From an optimization exercise on the open Yosys and OpenROAD flow, aimed at small area and a short achievable clock period; shortcuts taken in it are not production practice. Only simulation tests tie the RTL to the original design; equivalence was not proved. No activity file was given, so power comes from the tool's default toggle rates.

## array_multiplier
module array_multiplier (
	input  logic                     clk,
	input  logic                     reset,
	input  logic                     in_valid,
	input  mult_sizes_pkg::operand_t x,
	input  mult_sizes_pkg::operand_t y,
	output logic                     product_valid,
	output mult_sizes_pkg::product_t product
);
==> flow/config.mk <==
export PLATFORM = sky130hd
export DESIGN_NAME = array_multiplier
export DESIGN_NICKNAME = array_multiplier
export VERILOG_FILES = /design/flow/design.v
export SDC_FILE = /design/flow/constraint.sdc
export NUM_CORES = 4
export LEC_CHECK = 0
export CAP_MARGIN = 20
export CORE_MARGIN = 2
export CORE_UTILIZATION = 50
export PLACE_DENSITY = 0.65
export SETUP_SLACK_MARGIN = 3.72
export SLEW_MARGIN = 20
export SYNTH_HIERARCHICAL = 1
==> flow/constraint.sdc <==
create_clock -name core_clock -period 6.0 [get_ports {clk}]
set_input_delay 1.2000 -clock core_clock [delete_from_list [all_inputs] [get_ports {clk}]]
set_output_delay 1.2000 -clock core_clock [all_outputs]
set_load 0.01 [all_outputs]
standard.sh (not shown) runs the stock make flow with config.mk's settings and CLKGATE_MAP_FILE= SYNTH_SCRIPT=/design/flow/synth_recipe.tcl, a recipe that flattens the netlist after the stock synthesis.
==> flow/flow/run.sh <==
#!/bin/bash
# Layout flow: the standard ORFS flow (standard.sh, unchanged synthesis),
# with smaller port buffers and a clock tree built from clkbuf_8 without
# dummy loads. Each tool's output goes to a log file in this folder.
set -euo pipefail
export BUFFER_PORTS_ARGS="-buffer_cell sky130_fd_sc_hd__buf_1"
export CTS_ARGS="-sink_clustering_enable -repair_clock_nets -sink_clustering_size 12 -sink_clustering_max_diameter 60 -buf_list sky130_fd_sc_hd__clkbuf_8 -dont_use_dummy_load"
bash standard.sh finish > flow_make.log 2>&1
Then changed:
CORE_UTILIZATION = 55   (was 50)
PLACE_DENSITY = 0.7   (was 0.65)
SETUP_SLACK_MARGIN = 3.74   (was 3.72)
What happened: Area after synthesis stays the same. Cell count went up by 0.67%. Clock power hardly moves. Worst hold slack gets better by 0.022 ns.
Then changed:
SETUP_SLACK_MARGIN = 3.72   (was 3.74)
Effect: The changed run completed with no timing, DRC or antenna violations; combinational power went down by about 2%; core utilization drops by 1.1 points; final area drops by 1.8%; global-route usage fell by 0.97 points; routed wire length came out lower by 7.2%; power went down by 1.1%.
Then changed:
SETUP_SLACK_MARGIN = 3.7   (was 3.72)
Outcome:
- The changed run passed the timing, design-rule and antenna checks
- final cell count went up slightly
- power went up slightly
- sequential share of layout area went down by 0.17 points
- hold slack gains 0.015 ns
- sequential power barely changes
- first-iteration DRC count went up by about a fifth
- wire length went up by a few percent
- worst setup slack loses 0.019 ns
- via count went up slightly
Then changed:
SETUP_SLACK_MARGIN = 3.76   (was 3.7)
Effect:
- design area grows by 4.4%
- power grows by 2.4%
- worst hold slack degrades by 0.017 ns
- synthesized cell count is unchanged
- die area does not change
- via count grows by 4.4%
- count of clock-buffer cells in the layout grows by 1
- setup slack improves by 0.014 ns

* * *

Another version of the RTL of array_multiplier (not shown whole).
For scale: roughly 68 I/O pins, roughly 0.0090 mm^2 of cells after synthesis.
export LEC_CHECK = 0
export CAP_MARGIN = 20
export CORE_MARGIN = 2
export CORE_UTILIZATION = 40
export SETUP_SLACK_MARGIN = 2.95
export SLEW_MARGIN = 20
export SYNTH_HIERARCHICAL = 1
create_clock -name core_clock -period 6.0 [get_ports {clk}]
==> flow/flow/run.sh <==
#!/bin/bash
# Layout flow: the standard ORFS flow (standard.sh, unchanged synthesis),
# with smaller port buffers and a clock tree built from clkbuf_8 without
# dummy loads. Each tool's output goes to a log file in this folder.
set -euo pipefail
export BUFFER_PORTS_ARGS="-buffer_cell sky130_fd_sc_hd__buf_1"
export CTS_ARGS="-sink_clustering_enable -repair_clock_nets -buf_list sky130_fd_sc_hd__clkbuf_8 -dont_use_dummy_load"
bash standard.sh finish > flow_make.log 2>&1
Rerun with:
Settings changed: SETUP_SLACK_MARGIN 2.95 to 2.85.
After rerunning: The new run finished clean; clock power barely changes; cell area falls by 3.5%; power falls by 0.73%; worst setup slack got worse by 65 ps.

* * *

lane 1:
array_multiplier, a different RTL version from the one above (not shown whole).
Size in the first run: ~840 cells after synthesis, about 68 I/O pins.
Settings: LEC_CHECK=0, CAP_MARGIN=20, CORE_MARGIN=2, CORE_UTILIZATION=40, SETUP_SLACK_MARGIN=2.9, SLEW_MARGIN=20, SYNTH_HIERARCHICAL=1; clock period 6.0 ns.
Scripts as last shown in full above: flow/flow/run.sh
Lane 1: PASS, flow complete, no timing, DRC or antenna violations
Changes in lane 2 relative to lane 1:
Settings: changing SETUP_SLACK_MARGIN from 2.9 to 2.8.
- For post-route non-filler standard cell count, lane 1 and lane 2 come out practically identical.
- Compared to lane 1, lane 2 has routed wire length 880 um higher.
- Relative to lane 1, the post-place instance area measured on lane 2 has decreased slightly.
- Hold slack: lane 2 vs lane 1 up 0.0055 ns

* * *

array_multiplier, a different RTL version from the one above (not shown whole).
For scale: ~160 flip-flops, ~68 I/O pins, roughly 0.0098 mm^2 of cells after synthesis.
export LEC_CHECK = 0
export CAP_MARGIN = 20
export CORE_MARGIN = 2
export CORE_UTILIZATION = 40
export SETUP_SLACK_MARGIN = 2.4
export SLEW_MARGIN = 20
export SYNTH_HIERARCHICAL = 1
create_clock -name core_clock -period 6.0 [get_ports {clk}]
Scripts as last shown in full above: flow/flow/run.sh
Edit:
SETUP_SLACK_MARGIN = default   (was 2.4)
The new run produced a clean layout.
First-iteration DRC count grows by 1.9%.
Final cell count hardly moves.
Maximum frequency is lower by 4.9%.
Global-route usage drops by 0.66 points.
Wire length shrinks by 3.5%.
Critical path depth rises by 1.
Setup slack loses 0.18 ns.
Cell area goes down by 0.64%.
Worst hold slack gains 0.0099 ns.
Sequential power hardly moves.
Die area stays the same.
Edit:
SETUP_SLACK_MARGIN = 2.8   (was default)
The changed run completed without violations.
Global-route usage came out lower by 0.16 points.
Critical path depth falls by 1.
Via count drops by 1.6%.
Cell count stays the same.
Sequential share of layout area drops by 0.80 points.

what the ideal ports hide:
In the flow no input, the clock included, has a driving cell. The finished layouts below were timed again as built, in two steps. Step 1: set_driving_cell puts a clkbuf_16 on clk and a buf_2 on each other input, an assumption about the parent block. Step 2 moves the port delays by t, midway between the first and last clock arrival at a register: inputs arrive t later, outputs are due t later. That takes back most of the time a late clock gives input paths. a / b / c = ideal ports / drivers / drivers and shift; a / b = the first two.
run | t (ns) | setup slack, ns | worst setup path after step 2
the first run of note 1 | 0.568 | 3.731 / 3.731 / 3.731 | register to register
the second run of note 1 | 0.561 | 3.739 / 3.739 / 3.739 | register to register
the third run of note 1 | 0.556 | 3.744 / 3.744 / 3.744 | register to register
the fourth run of note 1 | 0.554 | 3.725 / 3.725 / 3.725 | register to register
the fifth run of note 1 | 0.576 | 3.739 / 3.739 / 3.739 | register to register
the first run of note 2 | 0.475 | 2.929 / 2.903 / 2.428 | input to register
the second run of note 2 | 0.467 | 2.864 / 2.877 / 2.410 | input to register
lane 1 | 0.472 | 2.933 / 2.949 / 2.478 | input to register
lane 2 | 0.476 | 2.855 / 2.875 / 2.399 | input to register
the first run of note 4 | 0.482 | 2.440 / 2.449 / 1.967 | input to register
the second run of note 4 | 0.471 | 2.255 / 2.271 / 1.800 | input to register
the third run of note 4 | 0.471 | 2.782 / 2.802 / 2.331 | input to register
After both steps setup and hold are still met in every run listed. The setup slack of the first run of note 2, which loses most, moves by -0.026 ns with the drivers and by -0.501 ns with both steps.
